This design comes from an exercise in tuning for a short achievable clock period and few clock cycles on the open sky130 flow, not from production work. Only simulation tests tie the RTL to the original design; equivalence was not proved.

===== design/flow/config.mk =====
export PLATFORM = sky130hd
export DESIGN_NAME = decaying_sine_click_generator_top
export DESIGN_NICKNAME = decaying_sine_click_generator_top
export VERILOG_FILES = /design/flow/design.v
export SDC_FILE = /design/flow/constraint.sdc
export NUM_CORES = 4
export LEC_CHECK = 0
export ABC_CLOCK_PERIOD_IN_PS = 3300
export CAP_MARGIN = 20
export CORE_MARGIN = 2
export CORE_UTILIZATION = 40
export SLEW_MARGIN = 20
export SYNTH_MEMORY_MAX_BITS = 16384

===== design/flow/design.v =====
package dscg_pkg;
	localparam int SINE_TABLE_BITS_DEF   = 10;
	localparam int MAX_CLICK_SAMPLES_DEF = 65535;
	localparam int CFG_INDEX_W = 2;
	localparam int CFG_DATA_W  = 24;
	localparam logic [CFG_INDEX_W-1:0] REG_PHASE_STEP    = 2'd0;
	localparam logic [CFG_INDEX_W-1:0] REG_CLICK_SAMPLES = 2'd1;
	localparam logic [CFG_INDEX_W-1:0] REG_VOLUME_GAIN   = 2'd2;
	localparam logic [CFG_INDEX_W-1:0] REG_DECAY_FACTOR  = 2'd3;
	localparam logic [22:0] PHASE_STEP_RST    = 23'd218870;
	localparam logic [15:0] CLICK_SAMPLES_RST = 16'd2205;
	localparam logic [15:0] VOLUME_GAIN_RST   = 16'd4096;
	localparam logic [23:0] DECAY_FACTOR_RST  = 24'd16762005;
	localparam logic [23:0] ENV_FULL   = 24'hFFFFFF;
	localparam logic [15:0] SIN_ONE    = 16'd32768;
	localparam logic [23:0] SCALE_MULT = 24'd875;
	localparam logic [60:0] PROD_LIMIT = 61'd1 << 51;
	localparam longint Q30_ONE = 64'sd1 << 30;
	localparam longint POLY_C1 = 64'sd1686629713;
	localparam longint POLY_C3 = -64'sd693598669;
	localparam longint POLY_C5 = 64'sd85569306;
	localparam longint POLY_C7 = -64'sd5026995;
	localparam longint POLY_C9 = 64'sd172272;
endpackage
module dscg_hex_rows #(
	parameter int MW = 28,    
	parameter int W  = 48     
) (
	input  logic [23:0]      e,
	input  logic [16*MW-1:0] mul,    
	output logic [W-1:0]     r0,
	output logic [W-1:0]     r1,
	output logic [W-1:0]     r2
);
	logic [W-1:0] row [6];
	logic [W-1:0] s1, c1, s2, c2;
	always_comb begin
		for (int i = 0; i < 6; i++)
			row[i] = W'(mul[MW * e[4*i +: 4] +: MW]) << (4 * i);
		s1 = row[0] ^ row[1] ^ row[2];
		c1 = ((row[0] & row[1]) | (row[0] & row[2]) | (row[1] & row[2])) << 1;
		s2 = row[3] ^ row[4] ^ row[5];
		c2 = ((row[3] & row[4]) | (row[3] & row[5]) | (row[4] & row[5])) << 1;
		r0 = s1 ^ c1 ^ s2;
		r1 = ((s1 & c1) | (s1 & s2) | (c1 & s2)) << 1;
		r2 = c2;
	end
endmodule
module dscg_sum3 #(
	parameter int W = 48
) (
	input  logic [W-1:0] r0,
	input  logic [W-1:0] r1,
	input  logic [W-1:0] r2,
	output logic [W-1:0] sum
);
	logic [W-1:0] s, c;
	always_comb begin
		s   = r0 ^ r1 ^ r2;
		c   = ((r0 & r1) | (r0 & r2) | (r1 & r2)) << 1;
		sum = s + c;
	end
endmodule
module dscg_bin_rows #(
	parameter int W = 66
) (
	input  logic [15:0]  m,
	input  logic [49:0]  x,
	output logic [W-1:0] r0,
	output logic [W-1:0] r1,
	output logic [W-1:0] r2
);
	logic [W-1:0] row [16];
	logic [W-1:0] s0, c0, s1, c1, s2, c2, s3, c3, s4, c4, s5, c5, s6, c6, s7, c7, s8, c8, s9, c9, s10, c10, s11, c11, s12, c12;
	always_comb begin
		for (int i = 0; i < 16; i++)
			row[i] = m[i] ? (W'(x) << i) : '0;
		s0 = row[0] ^ row[1] ^ row[2];
		c0 = ((row[0] & row[1]) | (row[0] & row[2]) | (row[1] & row[2])) << 1;
		s1 = row[3] ^ row[4] ^ row[5];
		c1 = ((row[3] & row[4]) | (row[3] & row[5]) | (row[4] & row[5])) << 1;
		s2 = row[6] ^ row[7] ^ row[8];
		c2 = ((row[6] & row[7]) | (row[6] & row[8]) | (row[7] & row[8])) << 1;
		s3 = row[9] ^ row[10] ^ row[11];
		c3 = ((row[9] & row[10]) | (row[9] & row[11]) | (row[10] & row[11])) << 1;
		s4 = row[12] ^ row[13] ^ row[14];
		c4 = ((row[12] & row[13]) | (row[12] & row[14]) | (row[13] & row[14])) << 1;
		s5 = s0 ^ c0 ^ s1;
		c5 = ((s0 & c0) | (s0 & s1) | (c0 & s1)) << 1;
		s6 = c1 ^ s2 ^ c2;
		c6 = ((c1 & s2) | (c1 & c2) | (s2 & c2)) << 1;
		s7 = s3 ^ c3 ^ s4;
		c7 = ((s3 & c3) | (s3 & s4) | (c3 & s4)) << 1;
		s8 = s5 ^ c5 ^ s6;
		c8 = ((s5 & c5) | (s5 & s6) | (c5 & s6)) << 1;
		s9 = c6 ^ s7 ^ c7;
		c9 = ((c6 & s7) | (c6 & c7) | (s7 & c7)) << 1;
		s10 = s8 ^ c8 ^ s9;
		c10 = ((s8 & c8) | (s8 & s9) | (c8 & s9)) << 1;
		s11 = c9 ^ c4 ^ row[15];
		c11 = ((c9 & c4) | (c9 & row[15]) | (c4 & row[15])) << 1;
		s12 = s10 ^ c10 ^ s11;
		c12 = ((s10 & c10) | (s10 & s11) | (c10 & s11)) << 1;
		r0 = s12;
		r1 = c12;
		r2 = c11;
	end
endmodule
module decaying_sine_click_generator_top #(
	parameter int SINE_TABLE_BITS   = dscg_pkg::SINE_TABLE_BITS_DEF,
	parameter int MAX_CLICK_SAMPLES = dscg_pkg::MAX_CLICK_SAMPLES_DEF
) (
	input  logic                             clk,
	input  logic                             arst_n,
	input  logic                             s_tvalid,
	output logic                             s_tready,
	input  logic [7:0]                       s_tdata,    
	output logic                             m_tvalid,
	input  logic                             m_tready,
	output logic [15:0]                      m_tdata,    
	output logic                             m_tuser,    
	output logic                             m_tlast,
	input  logic                             cfg_valid,
	output logic                             cfg_ready,
	input  logic [dscg_pkg::CFG_INDEX_W-1:0] cfg_index,
	input  logic [dscg_pkg::CFG_DATA_W-1:0]  cfg_data
);
	localparam int TBL_SIZE = 1 << SINE_TABLE_BITS;
	localparam int ENV_B    = 7;               
	localparam int ENV_N    = 1 << ENV_B;
	localparam int OFIFO_AW = 4;
	localparam int OFIFO_N  = 1 << OFIFO_AW;
	localparam int CAP      = OFIFO_N;         
	localparam logic [25:0] VK_RST  = 26'(dscg_pkg::VOLUME_GAIN_RST) * 26'(dscg_pkg::SCALE_MULT);
	localparam logic [65:0] SAT_LIM = 66'(dscg_pkg::SCALE_MULT) << 51;
	logic [15:0] SINE_ROM [TBL_SIZE];
	initial begin
		$readmemh("dscg_sine_rom.hex", SINE_ROM);
	end
	logic        cv1;
	logic [1:0]  ci1;
	logic [23:0] cd1;
	logic [22:0] phase_step_q;
	logic [15:0] click_samples_q;
	logic [15:0] volume_gain_q;
	logic [23:0] decay_factor_q;
	logic        start_ok_q;
	logic [25:0] vk_q;
	logic [25:0] vk1_q, vk2_q;
	logic [29:0] mvk_q [16];
	logic [25:0] vkd_q;
	logic [27:0] vkt_q;
	logic [16*30-1:0] mvk_flat;
	logic [27:0] dmul_q [16];
	logic        dmul_load;
	logic [23:0] dq_q;
	logic [25:0] d3_q;
	logic [447:0] dmul_flat;
	assign cfg_ready = 1'b1;
	always_ff @(posedge clk or negedge arst_n) begin
		if (!arst_n) cv1 <= 1'b0;
		else         cv1 <= cfg_valid;
	end
	always_ff @(posedge clk) begin
		ci1 <= cfg_index;
		cd1 <= cfg_data;
	end
	always_ff @(posedge clk or negedge arst_n) begin
		if (!arst_n) begin
			phase_step_q    <= dscg_pkg::PHASE_STEP_RST;
			click_samples_q <= dscg_pkg::CLICK_SAMPLES_RST;
			volume_gain_q   <= dscg_pkg::VOLUME_GAIN_RST;
			decay_factor_q  <= dscg_pkg::DECAY_FACTOR_RST;
		end else if (cv1) begin
			unique case (ci1)
				dscg_pkg::REG_PHASE_STEP:    phase_step_q    <= cd1[22:0];
				dscg_pkg::REG_CLICK_SAMPLES: click_samples_q <= cd1[15:0];
				dscg_pkg::REG_VOLUME_GAIN:   volume_gain_q   <= cd1[15:0];
				dscg_pkg::REG_DECAY_FACTOR:  decay_factor_q  <= cd1[23:0];
			endcase
		end
	end
	always_ff @(posedge clk or negedge arst_n) begin
		if (!arst_n) begin
			start_ok_q <= 1'b1;
			vk_q       <= VK_RST;
			vk1_q      <= 26'(dscg_pkg::VOLUME_GAIN_RST) * 26'd832;
			vk2_q      <= 26'(dscg_pkg::VOLUME_GAIN_RST) * 26'd43;
			vkd_q  <= VK_RST;
			vkt_q  <= 28'(VK_RST) * 28'd3;
			for (int j = 0; j < 16; j++) begin
				mvk_q[j]  <= 30'(j) * 30'(VK_RST);
			end
			for (int j = 0; j < 16; j++)
				dmul_q[j] <= 28'(j) * 28'(dscg_pkg::DECAY_FACTOR_RST);
			dq_q <= dscg_pkg::DECAY_FACTOR_RST;
			d3_q <= 26'(dscg_pkg::DECAY_FACTOR_RST) * 26'd3;
		end else begin
			start_ok_q <= (phase_step_q != '0) && (click_samples_q != '0);
			vk1_q      <= (26'(volume_gain_q) << 9) + (26'(volume_gain_q) << 8) + (26'(volume_gain_q) << 6);
			vk2_q      <= (26'(volume_gain_q) << 5) + (26'(volume_gain_q) << 3) + (26'(volume_gain_q) << 1) +
				26'(volume_gain_q);
			vk_q       <= vk1_q + vk2_q;    
			vkd_q  <= vk_q;
			vkt_q  <= 28'(vk_q) + (28'(vk_q) << 1);
			for (int j = 0; j < 16; j++) begin
				mvk_q[j]  <= (j[1:0] == 2'd0 ? 30'd0 : j[1:0] == 2'd1 ? 30'(vkd_q) :
					j[1:0] == 2'd2 ? 30'(vkd_q) << 1 : 30'(vkt_q)) +
					(j[3:2] == 2'd0 ? 30'd0 : j[3:2] == 2'd1 ? 30'(vkd_q) << 2 :
					j[3:2] == 2'd2 ? 30'(vkd_q) << 3 : 30'(vkt_q) << 2);
			end
			dq_q <= decay_factor_q;
			d3_q <= 26'(decay_factor_q) + (26'(decay_factor_q) << 1);
			if (dmul_load)
				for (int j = 0; j < 16; j++)
					dmul_q[j] <= (j[1:0] == 2'd0 ? 28'd0 : j[1:0] == 2'd1 ? 28'(dq_q) :
						j[1:0] == 2'd2 ? 28'(dq_q) << 1 : 28'(d3_q)) +
						(j[3:2] == 2'd0 ? 28'd0 : j[3:2] == 2'd1 ? 28'(dq_q) << 2 :
						j[3:2] == 2'd2 ? 28'(dq_q) << 3 : 28'(d3_q) << 2);
		end
	end
	always_comb begin
		for (int j = 0; j < 16; j++) begin
			dmul_flat[28*j +: 28] = dmul_q[j];
			mvk_flat[30*j +: 30]  = mvk_q[j];
		end
	end
	logic dec_dirty_q;
	logic [1:0] settle_q;   
	logic pend;
	logic dec_switch;
	logic cap_issue;
	logic cap_land;
	logic cap_ek;
	logic gen_rst;
	logic lv_valid_q;
	logic lv_busy_q;
	logic             run_q;
	logic             cm_q;       
	logic [ENV_B:0]   k_q;        
	logic [ENV_B:0]   gcnt_q;     
	logic [23:0]      ge_q;       
	logic [23:0]      gw_q;       
	logic [23:0]      live_q;     
	logic             c1, c2, cap3;
	logic [23:0]      e3;
	logic             proc_t;     
	logic             gph_q;      
	logic need_cap;
	assign need_cap   = run_q && cm_q;
	assign pend       = dec_dirty_q || (settle_q != 2'd0);
	assign dec_switch = dec_dirty_q && (settle_q <= 2'd1) && (!need_cap || lv_valid_q);
	assign cap_ek     = !proc_t && need_cap && k_q[ENV_B] && gcnt_q[ENV_B] && !lv_valid_q && !lv_busy_q;
	assign cap_issue  = !proc_t && need_cap && !k_q[ENV_B] && tbl_ok_q && !lv_valid_q &&
		!c1 && !c2 && !cap3;
	assign cap_land   = cap3;
	assign gen_rst    = dec_switch;
	assign dmul_load  = dec_switch;
	always_ff @(posedge clk or negedge arst_n) begin
		if (!arst_n) begin
			dec_dirty_q <= 1'b0;
			lv_valid_q  <= 1'b0;
			settle_q    <= 2'd0;
		end else begin
			if (cv1)
				settle_q <= 2'd2;
			else if (settle_q != 2'd0)
				settle_q <= settle_q - 2'd1;
			if (cv1 && ci1 == dscg_pkg::REG_DECAY_FACTOR)
				dec_dirty_q <= 1'b1;
			else if (dec_switch)
				dec_dirty_q <= 1'b0;
			if (proc_t)
				lv_valid_q <= 1'b0;
			else if (cap_land || cap_ek)
				lv_valid_q <= 1'b1;
		end
	end
	logic             s_tready_q;
	logic [5:0]       cnt_q;
	logic             in_fire;
	logic             out_fire;
	logic             m_tvalid_q;
	logic [3:0]       iq_q;       
	logic [2:0]       icnt_q;
	logic             hv_q;       
	assign s_tready = s_tready_q;
	assign in_fire  = s_tvalid && s_tready_q;
	assign out_fire = m_tvalid_q && m_tready;
	logic [2:0] icnt_n;
	logic [2:0] ipos;
	assign icnt_n = icnt_q + 3'(in_fire) - 3'(proc_t);
	assign ipos   = icnt_q - 3'(proc_t);
	always_ff @(posedge clk or negedge arst_n) begin
		if (!arst_n) begin
			cnt_q      <= '0;
			s_tready_q <= 1'b0;
			icnt_q     <= '0;
			hv_q       <= 1'b0;
		end else begin
			cnt_q      <= cnt_q + 6'(in_fire) - 6'(out_fire);
			s_tready_q <= !cfg_valid && (icnt_q <= 3'd2) &&
				(cnt_q <= 6'(CAP - 2));
			icnt_q     <= icnt_n;
			hv_q       <= (icnt_n != '0);
		end
	end
	always_ff @(posedge clk) begin
		for (int i = 0; i < 4; i++) begin
			if (in_fire && ipos == 3'(i))
				iq_q[i] <= s_tdata[0];
			else if (proc_t)
				iq_q[i] <= (i < 3) ? iq_q[(i < 3) ? i + 1 : i] : 1'b0;
		end
	end
	logic [23:0] phase_q;
	logic [15:0] cnt_rem_q;
	logic        tbl_ok_q;   
	logic        head_v;
	logic        start;
	logic        act;
	logic [15:0] rem_use;
	logic        last;
	logic        use_tbl;
	logic        use_live;
	logic        ok;
	logic        lv_go;
	logic [23:0] lv_src;
	assign head_v   = hv_q;
	assign start    = iq_q[0] && start_ok_q;
	assign act      = start || run_q;
	assign rem_use  = start ? click_samples_q : cnt_rem_q;
	assign last     = act && (rem_use == 16'd1);
	assign use_tbl  = run_q && !start && cm_q && !k_q[ENV_B];
	assign use_live = run_q && !start && (!cm_q || k_q[ENV_B]);
	assign ok       = !run_q || start || (cm_q ? (k_q[ENV_B] ? lv_valid_q : tbl_ok_q) :
		!lv_busy_q);
	assign proc_t   = head_v && !pend && ok;
	assign lv_go    = proc_t && use_live;
	assign lv_src   = live_q;
	always_ff @(posedge clk or negedge arst_n) begin
		if (!arst_n) begin
			run_q     <= 1'b0;
			cm_q      <= 1'b0;
			lv_busy_q <= 1'b0;
		end else begin
			lv_busy_q <= lv_go;
			if (proc_t) begin
				run_q <= act && !last;
				if (start)
					cm_q <= 1'b1;
				else if (k_q[ENV_B])
					cm_q <= 1'b0;
			end else if (dec_switch) begin
				cm_q <= 1'b0;
			end
		end
	end
	logic [ENV_B:0] gcnt_n;
	logic           ok_hold, ok_inc, ok_start;
	assign gcnt_n   = gen_rst ? '0 : (gcnt_q + (ENV_B+1)'(gph_q && !gcnt_q[ENV_B]));
	assign ok_hold  = gcnt_n > k_q;
	assign ok_inc   = 10'(gcnt_n) > 10'(k_q) + 10'd1;
	assign ok_start = gcnt_n > (ENV_B+1)'(1);
	always_ff @(posedge clk or negedge arst_n) begin
		if (!arst_n) tbl_ok_q <= 1'b0;
		else         tbl_ok_q <= proc_t ? (start ? ok_start : ok_inc) : ok_hold;
	end
	always_ff @(posedge clk) begin
		if (proc_t) begin
			cnt_rem_q <= rem_use - 16'd1;
			phase_q   <= (start ? 24'd0 : phase_q) + {1'b0, phase_step_q};
			k_q       <= start ? (ENV_B+1)'(1) : k_q + (ENV_B+1)'(1);
		end
	end
	logic [47:0] ga0_q, ga1_q, ga2_q;
	logic [47:0] ga0, ga1, ga2;
	logic [23:0] gsum;
	logic [47:0] gprod;
	logic [23:0] etbl [ENV_N];
	dscg_hex_rows #(.MW(28), .W(48)) u_grows (.e(ge_q), .mul(dmul_flat), .r0(ga0), .r1(ga1), .r2(ga2));
	dscg_sum3 #(.W(48)) u_gsum (.r0(ga0_q), .r1(ga1_q), .r2(ga2_q), .sum(gprod));
	assign gsum = gprod[47:24];
	always_ff @(posedge clk) begin
		ga0_q <= ga0;
		ga1_q <= ga1;
		ga2_q <= ga2;
	end
	always_ff @(posedge clk or negedge arst_n) begin
		if (!arst_n) begin
			gcnt_q <= '0;
			gph_q  <= 1'b0;
			ge_q   <= dscg_pkg::ENV_FULL;
		end else if (gen_rst) begin
			gcnt_q <= '0;
			gph_q  <= 1'b0;
			ge_q   <= dscg_pkg::ENV_FULL;
		end else if (!gcnt_q[ENV_B]) begin
			gph_q <= !gph_q;
			if (gph_q) begin
				ge_q   <= gsum;
				gcnt_q <= gcnt_q + (ENV_B+1)'(1);
			end
		end
	end
	always_ff @(posedge clk) begin
		gw_q <= ge_q;
		if (!gcnt_q[ENV_B] && gph_q)
			etbl[gcnt_q[ENV_B-1:0]] <= gw_q;
	end
	logic [47:0] la0_q, la1_q, la2_q;
	logic [47:0] la0, la1, la2;
	logic [23:0] lsum;
	logic [47:0] lprod;
	dscg_hex_rows #(.MW(28), .W(48)) u_lrows (.e(lv_src), .mul(dmul_flat), .r0(la0), .r1(la1), .r2(la2));
	dscg_sum3 #(.W(48)) u_lsum (.r0(la0_q), .r1(la1_q), .r2(la2_q), .sum(lprod));
	assign lsum = lprod[47:24];
	always_ff @(posedge clk) begin
		la0_q <= la0;
		la1_q <= la1;
		la2_q <= la2;
		if (lv_busy_q)
			live_q <= lsum;
		else if (cap_ek)
			live_q <= ge_q;
		else if (cap_land)
			live_q <= e3;
	end
	logic        v1, v2, v3, v4, v5, v6, v7, v8, v9;
	logic        a1, a2, a3, a4, a5, a6, a7, a8, a9;
	logic        l1, l2, l3, l4, l5, l6, l7, l8, l9;
	logic        n2, n3, n4, n5, n6, n7, n8;
	logic [11:0] p1;
	logic [1:0]  es1, es2;            
	logic [ENV_B-1:0] k1;
	logic [ENV_B-1:0] k2;
	logic [23:0] ed1, ed2;
	logic [9:0]  addr2;
	logic        one2;
	logic [15:0] mag3, mag4, mag5;
	always_ff @(posedge clk or negedge arst_n) begin
		if (!arst_n) begin
			{v1, v2, v3, v4, v5, v6, v7, v8, v9} <= '0;
			{c1, c2, cap3} <= '0;
		end else begin
			{v1, v2, v3, v4, v5, v6, v7, v8, v9} <= {proc_t, v1, v2, v3, v4, v5, v6, v7, v8};
			{c1, c2, cap3} <= proc_t ? 3'b000 : {cap_issue, c1, c2};
		end
	end
	always_ff @(posedge clk) begin
		{a1, a2, a3, a4, a5, a6, a7, a8, a9} <= {act, a1, a2, a3, a4, a5, a6, a7, a8};
		{l1, l2, l3, l4, l5, l6, l7, l8, l9} <= {last, l1, l2, l3, l4, l5, l6, l7, l8};
		{n3, n4, n5, n6, n7, n8} <= {n2, n3, n4, n5, n6, n7};
		{mag4, mag5} <= {mag3, mag4};
	end
	always_ff @(posedge clk) begin
		p1  <= start ? 12'd0 : phase_q[23:12];
		es1 <= {proc_t && start, use_tbl || cap_issue};
		k1  <= k_q[ENV_B-1:0];
		ed1 <= lv_src;
	end
	logic [9:0] idx1;
	assign idx1 = p1[9:0];
	always_ff @(posedge clk) begin
		addr2 <= p1[10] ? (10'd0 - idx1) : idx1;
		one2  <= p1[10] && (idx1 == '0);
		n2    <= p1[11];
		es2   <= es1;
		ed2   <= ed1;
		k2    <= k1;
	end
	always_ff @(posedge clk) begin
		mag3 <= one2 ? dscg_pkg::SIN_ONE : SINE_ROM[addr2];
		e3   <= es2[1] ? 24'hFFFFFF : (es2[0] ? etbl[k2] : ed2);
	end
	logic [49:0] ev0, ev1, ev2, ev0_q, ev1_q, ev2_q, evk5;
	logic [49:0] evk_s;
	dscg_hex_rows #(.MW(30), .W(50)) u_evrows (.e(e3), .mul(mvk_flat), .r0(ev0), .r1(ev1), .r2(ev2));
	dscg_sum3 #(.W(50)) u_evsum (.r0(ev0_q), .r1(ev1_q), .r2(ev2_q), .sum(evk_s));
	always_ff @(posedge clk) begin
		{ev0_q, ev1_q, ev2_q} <= {ev0, ev1, ev2};
		evk5  <= evk_s;
	end
	logic [65:0] y0, y1, y2, y0_q, y1_q, y2_q, y_s, y7;
	dscg_bin_rows #(.W(66)) u_yrows (.m(mag5), .x(evk5), .r0(y0), .r1(y1), .r2(y2));
	dscg_sum3 #(.W(66)) u_ysum (.r0(y0_q), .r1(y1_q), .r2(y2_q), .sum(y_s));
	always_ff @(posedge clk) begin
		{y0_q, y1_q, y2_q} <= {y0, y1, y2};
		y7 <= y_s;
	end
	logic [14:0] s8;
	always_ff @(posedge clk) begin
		s8 <= (y7 > SAT_LIM) ? 15'd28000 : y7[60:46];
	end
	logic [15:0] d9;
	always_ff @(posedge clk) begin
		d9 <= !a8 ? 16'd0 : (n8 ? (16'd0 - {1'b0, s8}) : {1'b0, s8});
	end
	logic [17:0]         ofifo [OFIFO_N];
	logic [OFIFO_AW-1:0] wp_q;
	logic [OFIFO_AW-1:0] rp_q;
	logic [OFIFO_AW:0]   fcnt_q;
	logic                load;
	logic [15:0]         m_tdata_q;
	logic                m_tuser_q;
	logic                m_tlast_q;
	logic fne_q;    
	assign load = (!m_tvalid_q || m_tready) && fne_q;
	always_ff @(posedge clk) begin
		if (v9)
			ofifo[wp_q] <= {d9, a9, a9 && l9};
	end
	always_ff @(posedge clk or negedge arst_n) begin
		if (!arst_n) begin
			wp_q       <= '0;
			rp_q       <= '0;
			fcnt_q     <= '0;
			fne_q      <= 1'b0;
			m_tvalid_q <= 1'b0;
		end else begin
			wp_q       <= wp_q + OFIFO_AW'(v9);
			rp_q       <= rp_q + OFIFO_AW'(load);
			if (load) begin
				fcnt_q <= v9 ? fcnt_q : fcnt_q - (OFIFO_AW+1)'(1);
				fne_q  <= v9 || (fcnt_q != (OFIFO_AW+1)'(1));
			end else begin
				fcnt_q <= v9 ? fcnt_q + (OFIFO_AW+1)'(1) : fcnt_q;
				fne_q  <= v9 || fne_q;
			end
			m_tvalid_q <= load || (m_tvalid_q && !m_tready);
		end
	end
	always_ff @(posedge clk) begin
		if (load)
			{m_tdata_q, m_tuser_q, m_tlast_q} <= ofifo[rp_q];
	end
	assign m_tvalid = m_tvalid_q;
	assign m_tdata  = m_tdata_q;
	assign m_tuser  = m_tuser_q;
	assign m_tlast  = m_tlast_q;
endmodule

===== design/flow/constraint.sdc =====
create_clock -name core_clock -period 11.0 [get_ports {clk}]
set_input_delay 2.2000 -clock core_clock [delete_from_list [all_inputs] [get_ports {clk}]]
set_output_delay 2.2000 -clock core_clock [all_outputs]
set_load 0.01 [all_outputs]

===== design/flow/flow/run.sh =====
#!/bin/bash
set -uo pipefail
MARGIN=${MARGIN:-7.6}
bash standard.sh SETUP_SLACK_MARGIN=$MARGIN finish > standard_flow.log 2>&1
status=$?
echo "standard.sh finished with status $status" >> standard_flow.log
exit $status

===== design/flow/dscg_sine_rom.hex =====
0000
0032
0065
0097
00c9
00fb
012e
0160
0192
01c4
01f7
0229
025b
028d
02c0
02f2
0324
0356
0389
03bb
03ed
041f
0452
0484
04b6
04e8
051b
054d
057f
05b1
05e3
0616
0648
067a
06ac
06de
0711
0743
0775
07a7
07d9
080c
083e
0870
08a2
08d4
0906
0938
096b
099d
09cf
0a01
0a33
0a65
0a97
0ac9
0afb
0b2d
0b60
0b92
0bc4
0bf6
0c28
0c5a
0c8c
0cbe
0cf0
0d22
0d54
0d86
0db8
0dea
0e1c
0e4e
0e80
0eb2
0ee4
0f15
0f47
0f79
0fab
0fdd
100f
1041
1073
10a4
10d6
1108
113a
116c
119e
11cf
1201
1233
1265
1296
12c8
12fa
132b
135d
138f
13c1
13f2
1424
1455
1487
14b9
14ea
151c
154d
157f
15b1
15e2
1614
1645
1677
16a8
16da
170b
173c
176e
179f
17d1
1802
1833
1865
1896
18c7
18f9
192a
195b
198d
19be
19ef
1a20
1a51
1a83
1ab4
1ae5
1b16
1b47
1b78
1ba9
1bda
1c0c
1c3d
1c6e
1c9f
1cd0
1d01
1d31
1d62
1d93
1dc4
1df5
1e26
1e57
1e88
1eb8
1ee9
1f1a
1f4b
1f7b
1fac
1fdd
200e
203e
206f
209f
20d0
2101
2131
2162
2192
21c3
21f3
2224
2254
2284
22b5
22e5
2316
2346
2376
23a7
23d7
2407
2437
2467
2498
24c8
24f8
2528
2558
2588
25b8
25e8
2618
2648
2678
26a8
26d8
2708
2738
2768
2797
27c7
27f7
2827
2856
2886
28b6
28e5
2915
2945
2974
29a4
29d3
2a03
2a32
2a62
2a91
2ac1
2af0
2b1f
2b4f
2b7e
2bad
2bdc
2c0c
2c3b
2c6a
2c99
2cc8
2cf7
2d26
2d55
2d84
2db3
2de2
2e11
2e40
2e6f
2e9e
2ecc
2efb
2f2a
2f59
2f87
2fb6
2fe5
3013
3042
3070
309f
30cd
30fc
312a
3159
3187
31b5
31e4
3212
3240
326e
329d
32cb
32f9
3327
3355
3383
33b1
33df
340d
343b
3469
3497
34c4
34f2
3520
354e
357b
35a9
35d7
3604
3632
365f
368d
36ba
36e8
3715
3742
3770
379d
37ca
37f7
3825
3852
387f
38ac
38d9
3906
3933
3960
398d
39ba
39e7
3a13
3a40
3a6d
3a9a
3ac6
3af3
3b20
3b4c
3b79
3ba5
3bd2
3bfe
3c2a
3c57
3c83
3caf
3cdc
3d08
3d34
3d60
3d8c
3db8
3de4
3e10
3e3c
3e68
3e94
3ec0
3eec
3f17
3f43
3f6f
3f9a
3fc6
3ff1
401d
4048
4074
409f
40cb
40f6
4121
414d
4178
41a3
41ce
41f9
4224
424f
427a
42a5
42d0
42fb
4326
4351
437b
43a6
43d1
43fb
4426
4450
447b
44a5
44d0
44fa
4524
454f
4579
45a3
45cd
45f7
4621
464b
4675
469f
46c9
46f3
471d
4747
4770
479a
47c4
47ed
4817
4840
486a
4893
48bd
48e6
490f
4939
4962
498b
49b4
49dd
4a06
4a2f
4a58
4a81
4aaa
4ad3
4afb
4b24
4b4d
4b75
4b9e
4bc7
4bef
4c17
4c40
4c68
4c91
4cb9
4ce1
4d09
4d31
4d59
4d81
4da9
4dd1
4df9
4e21
4e49
4e71
4e98
4ec0
4ee8
4f0f
4f37
4f5e
4f85
4fad
4fd4
4ffb
5023
504a
5071
5098
50bf
50e6
510d
5134
515b
5181
51a8
51cf
51f5
521c
5243
5269
5290
52b6
52dc
5303
5329
534f
5375
539b
53c1
53e7
540d
5433
5459
547f
54a4
54ca
54f0
5515
553b
5560
5586
55ab
55d0
55f6
561b
5640
5665
568a
56af
56d4
56f9
571e
5743
5767
578c
57b1
57d5
57fa
581e
5843
5867
588c
58b0
58d4
58f8
591c
5940
5964
5988
59ac
59d0
59f4
5a18
5a3b
5a5f
5a82
5aa6
5ac9
5aed
5b10
5b34
5b57
5b7a
5b9d
5bc0
5be3
5c06
5c29
5c4c
5c6f
5c91
5cb4
5cd7
5cf9
5d1c
5d3e
5d61
5d83
5da5
5dc8
5dea
5e0c
5e2e
5e50
5e72
5e94
5eb6
5ed7
5ef9
5f1b
5f3c
5f5e
5f80
5fa1
5fc2
5fe4
6005
6026
6047
6068
6089
60aa
60cb
60ec
610d
612e
614e
616f
6190
61b0
61d1
61f1
6211
6232
6252
6272
6292
62b2
62d2
62f2
6312
6332
6351
6371
6391
63b0
63d0
63ef
640f
642e
644d
646c
648b
64ab
64ca
64e9
6507
6526
6545
6564
6582
65a1
65c0
65de
65fc
661b
6639
6657
6675
6693
66b2
66d0
66ed
670b
6729
6747
6764
6782
67a0
67bd
67da
67f8
6815
6832
6850
686d
688a
68a7
68c4
68e0
68fd
691a
6937
6953
6970
698c
69a9
69c5
69e1
69fd
6a1a
6a36
6a52
6a6e
6a89
6aa5
6ac1
6add
6af8
6b14
6b30
6b4b
6b66
6b82
6b9d
6bb8
6bd3
6bee
6c09
6c24
6c3f
6c5a
6c75
6c8f
6caa
6cc4
6cdf
6cf9
6d14
6d2e
6d48
6d62
6d7c
6d96
6db0
6dca
6de4
6dfe
6e17
6e31
6e4a
6e64
6e7d
6e97
6eb0
6ec9
6ee2
6efb
6f14
6f2d
6f46
6f5f
6f78
6f90
6fa9
6fc2
6fda
6ff2
700b
7023
703b
7053
706b
7083
709b
70b3
70cb
70e3
70fa
7112
712a
7141
7158
7170
7187
719e
71b5
71cc
71e3
71fa
7211
7228
723f
7255
726c
7282
7299
72af
72c5
72dc
72f2
7308
731e
7334
734a
735f
7375
738b
73a0
73b6
73cb
73e1
73f6
740b
7421
7436
744b
7460
7475
7489
749e
74b3
74c7
74dc
74f0
7505
7519
752d
7542
7556
756a
757e
7592
75a6
75b9
75cd
75e1
75f4
7608
761b
762e
7642
7655
7668
767b
768e
76a1
76b4
76c7
76d9
76ec
76fe
7711
7723
7736
7748
775a
776c
777e
7790
77a2
77b4
77c6
77d8
77e9
77fb
780c
781e
782f
7840
7851
7863
7874
7885
7895
78a6
78b7
78c8
78d8
78e9
78f9
790a
791a
792a
793a
794a
795b
796a
797a
798a
799a
79aa
79b9
79c9
79d8
79e7
79f7
7a06
7a15
7a24
7a33
7a42
7a51
7a60
7a6e
7a7d
7a8c
7a9a
7aa8
7ab7
7ac5
7ad3
7ae1
7aef
7afd
7b0b
7b19
7b27
7b34
7b42
7b50
7b5d
7b6a
7b78
7b85
7b92
7b9f
7bac
7bb9
7bc6
7bd3
7bdf
7bec
7bf9
7c05
7c11
7c1e
7c2a
7c36
7c42
7c4e
7c5a
7c66
7c72
7c7e
7c89
7c95
7ca0
7cac
7cb7
7cc2
7cce
7cd9
7ce4
7cef
7cfa
7d05
7d0f
7d1a
7d25
7d2f
7d3a
7d44
7d4e
7d58
7d63
7d6d
7d77
7d81
7d8a
7d94
7d9e
7da7
7db1
7dba
7dc4
7dcd
7dd6
7de0
7de9
7df2
7dfb
7e03
7e0c
7e15
7e1e
7e26
7e2f
7e37
7e3f
7e48
7e50
7e58
7e60
7e68
7e70
7e78
7e7f
7e87
7e8e
7e96
7e9d
7ea5
7eac
7eb3
7eba
7ec1
7ec8
7ecf
7ed6
7edd
7ee3
7eea
7ef0
7ef7
7efd
7f03
7f0a
7f10
7f16
7f1c
7f22
7f27
7f2d
7f33
7f38
7f3e
7f43
7f49
7f4e
7f53
7f58
7f5d
7f62
7f67
7f6c
7f71
7f75
7f7a
7f7e
7f83
7f87
7f8c
7f90
7f94
7f98
7f9c
7fa0
7fa4
7fa7
7fab
7faf
7fb2
7fb5
7fb9
7fbc
7fbf
7fc2
7fc5
7fc8
7fcb
7fce
7fd1
7fd4
7fd6
7fd9
7fdb
7fdd
7fe0
7fe2
7fe4
7fe6
7fe8
7fea
7fec
7fed
7fef
7ff1
7ff2
7ff4
7ff5
7ff6
7ff7
7ff9
7ffa
7ffb
7ffb
7ffc
7ffd
7ffe
7ffe
7fff
7fff
7fff
8000
8000
8000

===== design/flow/standard.sh =====
#!/bin/bash
# synth_recipe.tcl (not shown) runs the flow's synth.tcl, then flattens the netlist and writes it again
# the make line also repeats each setting of config.mk as NAME=value (left out here)
make -C /OpenROAD-flow-scripts/flow DESIGN_CONFIG=/design/flow/config.mk WORK_HOME=/design/flow/orfs CLKGATE_MAP_FILE= SYNTH_SCRIPT=/design/flow/synth_recipe.tcl "${@:-finish}"

==> impl_metrics.csv, run 1 <==
group,metric,value,unit
critical_path,critPathMaxFanout,2,
logic_synthesis,synth-edff-count,3454,
clocking,holdBufCountCts,0,
routing,drc,0,
timing,min_period,3.964,ns
place,io_buffer_count,51,
routing,post_drt_wl_per_cell,33.44,um
clocking,clk_latency,1.09,ns
clocking,htreeDepth,6,
logic_synthesis,synthCells,21455,
critical_path,rr_worst_depth,12,
die,start_util,40.14,%
routing,ant_nets,0,
critical_path,crit_end,"s_tready",
timing,setup_viol_count_final,0,
routing,num_vias,204775,
clocking,ctsRootBufferMaster,"clkbuf_16",
routing,wl_met2,474500,um
die,ios,60,
status,status,"timing/DRC/antenna clean",
clocking,cts_tree,"yes",
routing,postRouteWirelength,1069000,um
routing,dr.pass1.iters,8,
cells_and_area,multi_input_area,154900,um2
cells_and_area,nNetsFinal,23524,
timing,fin_crit_sh,36.04,%
grt,grt.total_usage,26.89,%
timing,setup-tns-final,0,ns
critical_path,r2r_start,"ga2_q[20]$_DFF_P_",
die,core-area,750000,um2
grt,overflow,0,
clocking,clockBufferDepth,4,
logic_synthesis,netlist_area,301000,um2
timing,worst_pin_slew,1.338,ns
critical_path,cp-end-kind,"output pin",
critical_path,required,8.80,ns
grt,antenna_found_initial,56,
timing,timing.fmax,252.2,MHz
logic_synthesis,avgSynthCellArea,14.03,um2
place,place_congestion,0.9537,
die,dieHeight,871.5,um
logic_synthesis,syn_nets,23420,
critical_path,startpoint,"s_tready_q$_DFF_PN0_",
timing,relSlewSlack,10.41,%
logic_synthesis,yosys_warnings,12,
timing,slew_violations,0,
logic_synthesis,ys.flop_type,"edfxtp_1",
timing,hold_viol_final,0,
cells_and_area,n_fill_cell,63872,
grt,grt_pass1_vias,200643,
clocking,clock_sinks,5173,
flow_run,cap_violations,0,
die,die_w,871.5,um
timing,rsz0062_at_grt,"true",
critical_path,worstPathArrival,1.76,ns
logic_synthesis,synth-seq-cells,5173,
clocking,cts.clk_slew.worst_paths,0.06,ns
critical_path,r2r-end,"ge_q[23]$_DFFE_PN1P_",
critical_path,rrSetupSlack,7.04,ns
hold_path,hold_path.class,"flop to flop",
logic_synthesis,async_reset_ff_share,16.37,%
critical_path,start_kind,"flop",
die,dieArea,759500,um2
routing,first_iter_violations,27221,
place,hpwl,622500,um
clocking,numCtsBuffers,557,
grt,grt_max_degree,142,
grt,grt_pass1_wl,1488000,um
critical_path,critPathKind,"flop to output pin",
cells_and_area,ff_latch_area,143300,um2
timing,fin_skew,0.08232,ns
routing,met1_length,392200,um
routing,viasPerCell,6.405,
cells_and_area,layout-drive-gt1-share,33.73,%
logic_synthesis,yosysUniqueCellTypes,98,
routing,top_signal_layer_used,"met5",
cells_and_area,syn_to_final_growth,16.65,%
routing,dr_wl_met3,130200,um
logic_synthesis,synth_seq_area_share,47.44,%
die,row_count,318,
[how the worst min path moves through the flow]
stage	startpoint	endpoint	slack, ns	depth (start not counted)
6_report	mag4[13]$_DFF_P_	mag5[13]$_DFF_P_	0.32	0
5_1_grt	es1[0]$_DFF_P_	es2[0]$_DFF_P_	0.32	0
4_1_cts	mag4[5]$_DFF_P_	mag5[5]$_DFF_P_	0.31	0
3_5_place_dp	mag4[14]$_DFF_P_	mag5[14]$_DFF_P_	0.31	0
3_3_place_gp	k1[0]$_DFF_P_	flop	0.31	0
2_1_floorplan	k1[0]$_DFF_P_	flop	0.31	0
[repair_timing]
action	in CTS	in global routing
endpoints found under the setup margin	948	864
buffers inserted	435	288
cloned	121	45
pin swaps	707	538
gates resized for setup	1814	805
[layer usage]
layer,track usage [%],up-vias
met5,0.2250,-
met3,8.102,3404
met1,35.01,105763
li1,-,82226
met2,41.16,13338
met4,13.16,44
[Yosys cell counts (all sizes together), types with 420 or more instances]
cell,instances,area [um2]
dfrtp,500,12510
inv,1099,4125
xnor2,420,3679
nand2,1472,5525
ha,935,11700
a21oi,1168,5849
o21ai,802,4014
nor2,795,2984
dfxtp,872,17460
and2,495,3097
mux4,2775,62500
edfxtp,3454,103700
fa,991,19840
clkbuf,1481,5559
[worst max-delay path, cell delays in order (launching register included)]
cell,delay (ns)
dfrtp_2,0.41
buf_12,0.15
buf_6,0.12
[placed cells by master (no fill, tap or decap), types with 643 or more instances in the layout]
| cell | synthesis | final |
|---|---|---|
| a21oi_1 | 1167 | 1063 |
| buf_4 | 1 | 748 |
| dfxtp_1 | 872 | 737 |
| edfxtp_1 | 3454 | 3454 |
| fa_1 | 991 | 806 |
| ha_1 | 935 | 831 |
| inv_1 | 1098 | 878 |
| mux4_2 | 2775 | 2775 |
| nand2_1 | 1472 | 1304 |
| o21ai_0 | 795 | 643 |
[logic make-up (layout without fill, tap and decap cells)]
group	Yosys count	count (layout)	share of synthesized area [%]
DFF	5173	5173	47.44
and+or+nand+nor	3721	3736	5.754
AOI/OAI and AO/OA	3562	3563	7.516
muxes	3474	3474	23.24
buffers and inverters	2959	3498	3.714
adders and majority gates	1926	1926	10.48
xor gates and xnor gates	639	639	1.859
other	1	41	0.001246
[layout make-up]
cell class / instances / share of cell area, %
clock buffers: 755 / 4.385
diodes: 40 / 0.02851
well taps: 9920 / 3.535
flip-flops and latches: 5173 / 40.80
multi-input cells: 13339 / 44.12
clock inverters: 255 / 0.7996
inverters: 1102 / 1.197
repair buffers: 1386 / 5.135
[state kept, by name (all words and copies together), names as in the netlist, 25 cells and up, named ones only]
signal	cells
ev0_q	50
dmul_q	249
ev2_q	30
y1_q	59
la1_q	31
ga2_q	28
la0_q	42
ga0_q	42
ofifo	288
d3_q	26
vkt_q	28
vkd_q	25
ga1_q	31
vk_q	26
y0_q	65
mvk_q	269
la2_q	28
ev1_q	33
y2_q	50
y7	66
evk5	50
etbl	3072
[through the flow]
stage	instance area (um2)	hold slack, ns	worst slack [ns]	cells	util, %
2_1_floorplan	301700	0.3096	7.475	21455	-
3_3_place_gp	312100	0.3103	4.955	30018	41.62
3_5_place_dp	312200	0.3120	5.667	30021	41.62
4_1_cts	344400	0.3123	6.942	31587	45.92
5_1_grt	351000	0.3200	6.999	31933	46.81
6_report	351100	0.3187	7.036	31970	46.82
Testbench counts, summed over its fixed seeds: cycles 68,637.
==> run 2: changes to the inputs <==
--- a/design/flow/config.mk
+++ b/design/flow/config.mk
@@ -8,6 +8,6 @@
 export ABC_CLOCK_PERIOD_IN_PS = 3300
 export CAP_MARGIN = 20
 export CORE_MARGIN = 2
-export CORE_UTILIZATION = 40
+export CORE_UTILIZATION = 30
 export SLEW_MARGIN = 20
 export SYNTH_MEMORY_MAX_BITS = 16384
==> impl_metrics.csv, run 2 <==
group,metric,value,unit
status,status,"timing/DRC/antenna clean",
routing,num_vias,206430,
critical_path,crit_chain,"fa_1 -> ha_4 -> and4_4 -> nand4_1 -> or3_4 -> a211o_4 -> a211oi_2 -> buf_6 -> a31oi_4 -> o211ai_4 -> a21oi_4 -> or4b_4 -> o211ai_2",
die,dieArea,1011000,um2
critical_path,worstPathArrival,4.88,ns
hold_path,worst_hold_startpoint,"a2$_DFF_P_",
die,start_util,30.04,%
critical_path,critPathMaxFanout,3,
routing,postRouteWirelength,1076000,um
cells_and_area,n_fill_cell,94390,
place,io_buffer_count,51,
logic_synthesis,synth_most_common_cell,"edfxtp_1",
logic_synthesis,synthTopCellsByArea,"edfxtp_1, mux4_2, fa_1",
cells_and_area,nNetsFinal,23678,
clocking,clock_sinks,5173,
place,placement.cell_area,316400,um2
cells_and_area,mostFrequentLayoutCells,"edfxtp_1, mux4_2, nand2_1",
logic_synthesis,synthCells,21455,
clocking,ctsRootBufferMaster,"clkbuf_16",
timing,fin_crit_sh,35.80,%
critical_path,rr_worst_depth,13,
cells_and_area,fin_area,356600,um2
timing,setup-tns-final,0,ns
critical_path,rrSetupSlack,7.06,ns
timing,rsz0062_at_grt,"true",
grt,overflow,0,
clocking,cts_tree,"yes",
critical_path,cp-end-kind,"flop",
critical_path,path_buf_inv,1,
logic_synthesis,synth.largest_area_cell,"edfxtp_1",
hold_path,hold_path.class,"flop to flop",
routing,post_drt_wl_per_cell,30.28,um
place,place_congestion,0.9394,
clocking,clockBufferDepth,5,
grt,antenna_found_initial,95,
routing,ant_nets,0,
flow_run,cap_violations,0,
critical_path,path_delay_family,"compound AO/OA/AOI/OAI gates",
grt,grt_pass1_wl,1501000,um
logic_synthesis,ys.flop_type,"edfxtp_1",
cells_and_area,multi_input_area,154200,um2
logic_synthesis,async_reset_ff_share,16.37,%
grt,grt_max_degree,147,
routing,viasPerCell,5.810,
clocking,holdBufCountCts,0,
logic_synthesis,syn_nets,23420,
logic_synthesis,yosysUniqueCellTypes,98,
clocking,numCtsBuffers,590,
logic_synthesis,synthTopCellsByCount,"edfxtp_1, mux4_2, clkbuf_1",
timing,relSlewSlack,19.69,%
cells_and_area,ff_latch_area,143300,um2
timing,setup_viol_count_final,0,
die,ios,60,
critical_path,required,11.94,ns
critical_path,slowest_delay,0.52,ns
timing,worst_pin_slew,1.205,ns
clocking,cts.clk_slew.worst_paths,0.06,ns
timing,fin_skew,0.1361,ns
grt,grt-busiest-layer,"met2",
routing,dr.pass1.iters,8,
clocking,clk_latency,1.14,ns
die,dieHeight,1006,um
grt,use_met3,6.043,%
timing,slew_violations,0,
critical_path,start_kind,"flop",
die,die_w,1006,um
grt,grt_use_met1,25.36,%
critical_path,r2r-end,"ge_q[23]$_DFFE_PN1P_",
hold_path,whs_endpoint,"a3$_DFF_P_",
timing,hold_viol_final,0,
grt,grt.total_usage,20.23,%
routing,first_iter_violations,26789,
cells_and_area,syn_to_final_growth,18.48,%
critical_path,cpMaxStageDelayCell,"fa_1",
logic_synthesis,synth-edff-count,3454,
grt,grt_util_met2,31.44,%
logic_synthesis,synth-seq-cells,5173,
die,core-area,1002000,um2
logic_synthesis,netlist_area,301000,um2
routing,drc,0,
hold_path,hold-path-cell-count,0,
logic_synthesis,avgSynthCellArea,14.03,um2
clocking,htreeDepth,6,
timing,min_period,3.938,ns
critical_path,r2r_start,"ga1_q[18]$_DFF_P_",
die,row_count,368,
cells_and_area,layout-drive-gt1-share,34.09,%
logic_synthesis,yosys_warnings,12,
timing,timing.fmax,254.0,MHz
cells_and_area,layout_commonest_cell,"edfxtp_1",
grt,grt_pass1_vias,204688,
logic_synthesis,synth_top_area_share,34.46,%
critical_path,critPathKind,"flop to flop",
cells_and_area,largest_register_ffs,3072,
logic_synthesis,synth_seq_area_share,47.44,%
place,hpwl,626800,um
[run 2: metal layers]
metal / vias up / share of wire (%)
met4: 44 / 7.0
met1: 106999 / 37
met3: 3502 / 11
li1: 82516 / -
met2: 13369 / 45
met5: - / 0.031
[run 2: cell type report]
class,instances,area share [%]
Sequential cell,5173,40.17
Timing Repair Buffer,1520,5.452
Antenna cell,41,0.02877
Tap cell,13320,4.673
Multi-Input combinational cell,13326,43.24
Clock buffer,753,4.513
Clock inverter,294,0.7480
Inverter,1102,1.169
[run 2: what timing repair did]
item | CTS | global route
resized for setup | 1814 | 785
pin swaps | 670 | 560
setup endpoints to repair | 1257 | 792
gates cloned | 134 | 42
setup buffers | 501 | 295
[run 2: kinds of logic after synthesis]
family                   count (synthesis)  synth area share [%]
other                                    1              0.001246
AND/OR/NAND/NOR                       3721                 5.754
flip-flops                            5173                 47.44
AO/OA/AOI/OAI                         3562                 7.516
XOR/XNOR                               639                 1.859
adder cells (fa/ha/maj)               1926                 10.48
buffers and inverters                 2959                 3.714
multiplexers                          3474                 23.24
[run 2: worst register-to-register path, stage by stage (launching register included)]
cell      delay [ns]
dfxtp_1         0.31
fa_1            0.52
ha_4            0.30
and4_4          0.22
nand4_1         0.11
or3_4           0.40
a211o_4         0.38
a211oi_2        0.25
buf_6           0.19
a31oi_4         0.13
o211ai_4        0.27
a21oi_4         0.13
or4b_4          0.50
o211ai_2        0.08
[run 2: worst max path at each step]
stage / startpoint / end / slack [ns] / depth (start not counted)
after floorplan: m_tready / cnt_q[4]$_DFF_PN0_ / 7.48 / 10
after detailed placement: addr2[0]$_DFF_P_ / mag3[6]$_SDFF_PP0_ / 6.00 / 14
final: ga1_q[18]$_DFF_P_ / ge_q[23]$_DFFE_PN1P_ / 7.06 / 13
after CTS: ga0_q[20]$_DFF_P_ / ge_q[23]$_DFFE_PN1P_ / 7.06 / 13
after global placement: iq_q[0]$_DFFE_PP_ / live_q[18]$_DFFE_PP_ / 5.33 / 10
after global routing: ga0_q[19]$_DFF_P_ / ge_q[23]$_DFFE_PN1P_ / 6.98 / 13
[run 2: metrics by stage]
stage | setup WS (ns) | hold WS [ns] | utilization (%) | cells
floorplan | 7.475 | 0.3096 | - | 21455
global placement | 5.335 | 0.3098 | 31.57 | 33464
detailed placement | 5.995 | 0.3118 | 31.58 | 33467
CTS | 7.063 | 0.3162 | 34.97 | 35149
global route | 6.982 | 0.3269 | 35.59 | 35494
finish | 7.062 | 0.3100 | 35.60 | 35529

-- re-timing with driven ports --
The flow's constraints put no driver on any port. The routed layouts listed below were extracted and timed again, unchanged, in two steps.
Step 1: set_driving_cell puts a clkbuf_16 on clk and a buf_2 on each other input, an assumption about the parent block.
Step 2 adds t to the input delays and takes it off the output delays; t is the mean of the earliest and latest rising clock arrival at the registers after step 1. Input paths then give back, and output paths get back, about the clock's delay inside the block.
Slacks: ideal ports / drivers / drivers and shift; pairs: ideal ports / drivers.
run | t, ns | setup WS [ns] | worst register clock-pin slew, ns | worst slew at a driven data input, ns
run 1 | 1.222 | 7.036 / 6.881 / 6.425 | 0.10 / 0.10 | 0.15
run 2 | 1.203 | 7.062 / 6.977 / 6.783 | 0.08 / 0.08 | 0.09
After both steps setup and hold are still met in every run listed. The setup slack of run 1, which loses most, moves by -0.155 ns with the drivers and by -0.611 ns with both steps.
